This is an optimization exercise on Yosys and OpenROAD, whose aim is small area and a short achievable clock period, not a production implementation. Function was checked by simulation only, so behaviour that the tests miss may differ from the original. Power is estimated from default activity; no workload was simulated.

## harbor
==> flow/design.v <==
package router_pkg;
    localparam int NUM_PORTS = 5;
    localparam int NUM_VCS   = 2;     
    localparam int PKT_W     = 64;    
    localparam int LINK_W    = 65;    
    localparam logic [2:0] PORT_PE = 3'd0;
    localparam logic [2:0] PORT_N  = 3'd1;
    localparam logic [2:0] PORT_E  = 3'd2;
    localparam logic [2:0] PORT_S  = 3'd3;
    localparam logic [2:0] PORT_W  = 3'd4;
    localparam int X_SIGN_BIT = 62;
    localparam int Y_SIGN_BIT = 61;
    localparam int X_HOPS_LSB = 52;
    localparam int Y_HOPS_LSB = 48;
    function automatic logic [4:0] route_onehot(input logic [63:0] pkt);
        logic x_nz, y_nz;
        logic [4:0] r;
        x_nz = pkt[X_HOPS_LSB +: 4] != 4'd0;
        y_nz = pkt[Y_HOPS_LSB +: 4] != 4'd0;
        r[0] = !x_nz && !y_nz;
        r[1] = !x_nz &&  y_nz && !pkt[Y_SIGN_BIT];
        r[2] =  x_nz && !pkt[X_SIGN_BIT];
        r[3] = !x_nz &&  y_nz &&  pkt[Y_SIGN_BIT];
        r[4] =  x_nz &&  pkt[X_SIGN_BIT];
        route_onehot = r;
    endfunction
endpackage
`timescale 1ns/100ps
module rr_arbiter (
    input  logic       enable,    
    input  logic [4:0] req,
    input  logic [2:0] ptr_cur,
    output logic [4:0] grant,
    output logic [2:0] ptr_next
);
    logic [4:0] first;       
    logic [4:0] masked;
    logic [4:0] pick;
    logic       multi_req;
    always_comb begin
        case (ptr_cur)
            3'd1:    first = 5'b11110;
            3'd2:    first = 5'b11100;
            3'd3:    first = 5'b11000;
            3'd4:    first = 5'b10000;
            default: first = 5'b11111;
        endcase
        masked = req & first;
        if (masked != 5'd0)
            pick = masked & (~masked + 5'd1);
        else
            pick = req & (~req + 5'd1);
        grant = enable ? pick : 5'd0;
    end
    assign multi_req = (req & (req - 5'd1)) != 5'd0;
    always_comb begin
        ptr_next = ptr_cur;
        if (enable && multi_req) begin
            case (1'b1)
                pick[0]: ptr_next = 3'd1;
                pick[1]: ptr_next = 3'd2;
                pick[2]: ptr_next = 3'd3;
                pick[3]: ptr_next = 3'd4;
                pick[4]: ptr_next = 3'd0;
                default: ptr_next = ptr_cur;
            endcase
        end
    end
endmodule
`timescale 1ns/100ps
module noc_input_bank (
    input  logic          clk,
    input  logic          reset,
    input  logic [324:0]  in_link,
    output logic [4:0]    in_ready,
    input  logic [4:0]    granted,     
    output logic [319:0]  head_pkt,    
    output logic [24:0]   req          
);
    logic [4:0]        full_x;     
    logic [4:0]        full_y;     
    logic [4:0][63:0]  pkt_x;
    logic [4:0][63:0]  pkt_y;
    always_ff @(posedge clk) begin
        if (reset) begin
            full_x <= '0;
            full_y <= '0;
        end else begin
            for (int i = 0; i < 5; i++) begin
                full_x[i] <= full_y[i] & ~granted[i];
                full_y[i] <= full_x[i] | in_link[65*i + 64];
            end
        end
    end
    always_ff @(posedge clk) begin
        for (int i = 0; i < 5; i++) begin
            pkt_x[i] <= pkt_y[i];
            pkt_y[i] <= full_x[i] ? pkt_x[i] : in_link[65*i +: 64];
        end
    end
    always_comb begin
        logic [4:0] r;
        req = '0;
        for (int i = 0; i < 5; i++) begin
            in_ready[i]        = ~full_x[i];
            head_pkt[64*i +: 64] = pkt_y[i];
            r = router_pkg::route_onehot(pkt_y[i]) & {5{full_y[i]}};
            for (int o = 0; o < 5; o++)
                req[5*o + i] = r[o];
        end
    end
endmodule
`timescale 1ns/100ps
module noc_output_port #(
    parameter int PORT = 0       
) (
    input  logic          clk,
    input  logic          reset,
    input  logic [319:0]  head_pkt,
    input  logic [4:0]    req,
    output logic [4:0]    grant,
    input  logic          out_ready,
    output logic [64:0]   out_link    
);
    logic          full_x;
    logic          full_y;
    logic [2:0]    ptr_x;
    logic [2:0]    ptr_y;
    logic [2:0]    ptr_next;
    logic [63:0]   pkt_x;
    logic [63:0]   pkt_y;
    logic [63:0]   sel_pkt;
    logic [63:0]   load_pkt;
    logic [63:0]   next_x;
    logic          send;
    logic [63:0]   out_pkt;
    rr_arbiter u_arb (
        .enable   (~full_y),
        .req      (req),
        .ptr_cur  (ptr_y),
        .grant    (grant),
        .ptr_next (ptr_next)
    );
    always_comb begin
        sel_pkt = '0;
        for (int i = 0; i < 5; i++)
            sel_pkt = sel_pkt | ({64{grant[i]}} & head_pkt[64*i +: 64]);
        load_pkt = sel_pkt;
        case (PORT)
            1, 3: begin                  
                load_pkt[55:52] = 4'd0;
                load_pkt[51:48] = sel_pkt[51:48] - 4'd1;
                load_pkt[61]    = (PORT == 3);
            end
            2, 4: begin                  
                load_pkt[55:52] = sel_pkt[55:52] - 4'd1;
                load_pkt[62]    = (PORT == 4);
            end
            default: begin               
                load_pkt[55:48] = 8'd0;
            end
        endcase
        next_x = full_y ? pkt_y : load_pkt;
    end
    always_ff @(posedge clk) begin
        if (reset) begin
            full_x <= 1'b0;
            full_y <= 1'b0;
            ptr_x  <= '0;
            ptr_y  <= '0;
        end else begin
            full_x <= full_y | (|grant);
            full_y <= full_x & ~out_ready;
            ptr_x  <= ptr_next;
            ptr_y  <= ptr_x;
        end
    end
    always_ff @(posedge clk) begin
        pkt_x <= next_x;
        pkt_y <= pkt_x;
    end
    assign send     = full_x & out_ready;
    always_comb begin
        out_pkt = pkt_x;
        case (PORT)
            1, 3: begin
                out_pkt[55:52] = 4'd0;
                out_pkt[61]    = (PORT == 3);
            end
            2, 4: out_pkt[62]    = (PORT == 4);
            default: out_pkt[55:48] = 8'd0;
        endcase
    end
    assign out_link = {send, out_pkt};
endmodule
`timescale 1ns/100ps
module noc_router (
    input  logic          clk,
    input  logic          reset,
    output logic          polarity,
    input  logic [324:0]  in_link,     
    output logic [4:0]    in_ready,
    output logic [324:0]  out_link,
    input  logic [4:0]    out_ready
);
    logic [319:0] head_pkt;    
    logic [24:0]  req;         
    logic [24:0]  grant;       
    logic [4:0]   granted;
    always_ff @(posedge clk) begin
        if (reset)
            polarity <= 1'b0;
        else
            polarity <= ~polarity;
    end
    always_comb begin
        granted = '0;
        for (int o = 0; o < 5; o++)
            granted = granted | grant[5*o +: 5];
    end
    noc_input_bank u_in_bank (
        .clk      (clk),
        .reset    (reset),
        .in_link  (in_link),
        .in_ready (in_ready),
        .granted  (granted),
        .head_pkt (head_pkt),
        .req      (req)
    );
    for (genvar o = 0; o < 5; o++) begin : g_out
        noc_output_port #(
            .PORT (o)
        ) u_out (
            .clk       (clk),
            .reset     (reset),
            .head_pkt  (head_pkt),
            .req       (req[5*o +: 5]),
            .grant     (grant[5*o +: 5]),
            .out_ready (out_ready[o]),
            .out_link  (out_link[65*o +: 65])
        );
    end
endmodule
export LEC_CHECK = 0
export CAP_MARGIN = 20
export CORE_MARGIN = 2
export CORE_UTILIZATION = 40
export PLACE_DENSITY = 0.6
export SLEW_MARGIN = 20
create_clock -name core_clock -period 10.0 [get_ports {clk}]
standard.sh (not shown) runs the stock make flow with config.mk's settings and CLKGATE_MAP_FILE= SYNTH_SCRIPT=/design/flow/synth_recipe.tcl, a recipe that flattens the netlist after the stock synthesis.
==> flow/flow/run.sh <==
#!/bin/bash
# Own layout flow: the standard flow, with
#  - the standard flow's synthesis script, but an area-oriented ABC mapping script
#  - small buffers on the ports instead of the clkdlybuf4s50 cells that
#    buffer_ports picks by default
# Each tool's output goes to a log file in the work folder.
set -euo pipefail
WORK=$(pwd)
export FLOW_FLOW_DIR=$WORK/flow
{ head -n 1 synth_recipe.tcl; cat flow/abc_override.tcl; tail -n +2 synth_recipe.tcl; } > own_synth.tcl
export BUFFER_PORTS_ARGS="-buffer_cell sky130_fd_sc_hd__buf_1"
bash standard.sh SYNTH_SCRIPT=$WORK/own_synth.tcl finish > standard_flow.log 2>&1
==> flow/flow/abc_override.tcl <==
# Map with an area-oriented ABC script instead of ORFS's; everything else in
# the synthesis is the standard one
proc abc {args} {
  set i [lsearch -exact $args -script]
  if { $i >= 0 } {
    lset args [expr {$i + 1}] $::env(FLOW_FLOW_DIR)/area.abc
  }
  yosys abc {*}$args
}
==> flow/flow/area.abc <==
&get -n
&st
&dch -f
&nf -a -R 1000
&put
Inputs modified between harbor and willow:
==> flow/run.sh (new file) <==
#!/bin/bash
# synth_recipe.tcl (not shown) runs the flow's synth.tcl, then flattens the netlist and writes it again
# the make line also repeats each setting of config.mk as NAME=value (left out here)
make -C /OpenROAD-flow-scripts/flow DESIGN_CONFIG=/design/flow/config.mk WORK_HOME=/design/flow/orfs CLKGATE_MAP_FILE= SYNTH_SCRIPT=/design/flow/synth_recipe.tcl finish
removed: flow/flow/run.sh
removed: flow/flow/abc_override.tcl
removed: flow/flow/area.abc
removed: flow/standard.sh
Findings:
- Final cycle utilization of the critical path | willow above harbor
- Fraction of met1 tracks used by global routing: higher on willow
- Comparing harbor and willow, the higher number of multi-input combinational cells in the layout is on harbor.
- harbor → willow: met3 track utilization from global routing now larger, power shows an increase of 3.1%, starting density of the core higher.
The inputs of delta differ from those of willow as listed below.
Settings: ABC_AREA newly set to 1.
Findings:
- Relative to willow, the worst ir drop on vdd measured on delta has increased by a few percent.
- Taking willow as the reference, in delta final core area utilization went down, transition time at the pin with the least slew margin grew by 110 ps, mean instance size in the synthesized netlist lost 2.9 sq um.
- delta leaves less setup margin than willow.
- Diff willow -> delta | number of global-route vias before repair | increase of about 9%
- Compared with willow, delta ends up with a smaller final cell area.

==> re-timing with driven ports <==
In the flow no input, the clock included, has a driving cell. The finished layouts below were timed again as built, in two steps. Step 1 (the two cells are an assumption about what drives the block):
set clk [get_ports {clk}]
set_driving_cell -lib_cell sky130_fd_sc_hd__clkbuf_16 $clk
set_driving_cell -lib_cell sky130_fd_sc_hd__buf_2 [delete_from_list [all_inputs] $clk]
Step 2 times the ports against the registers' clock, not the clock port: input delays grow and output delays shrink by t, the midpoint of the rising clock arrivals with the driver on. Three values: ideal, step 1, step 2; two values: the first two.
run | shift t [ns] | slack for setup (ns) | worst setup path at the end
harbor | 0.816 | 5.059 / 5.059 / 5.059 | register to register
willow | 0.817 | 4.865 / 4.842 / 4.842 | input to output
delta | 0.816 | 4.531 / 4.531 / 4.531 | register to register
After both steps every run listed still meets setup and hold. The setup slack of willow, which loses most, moves by -0.023 ns with the drivers and by -0.023 ns with both steps.
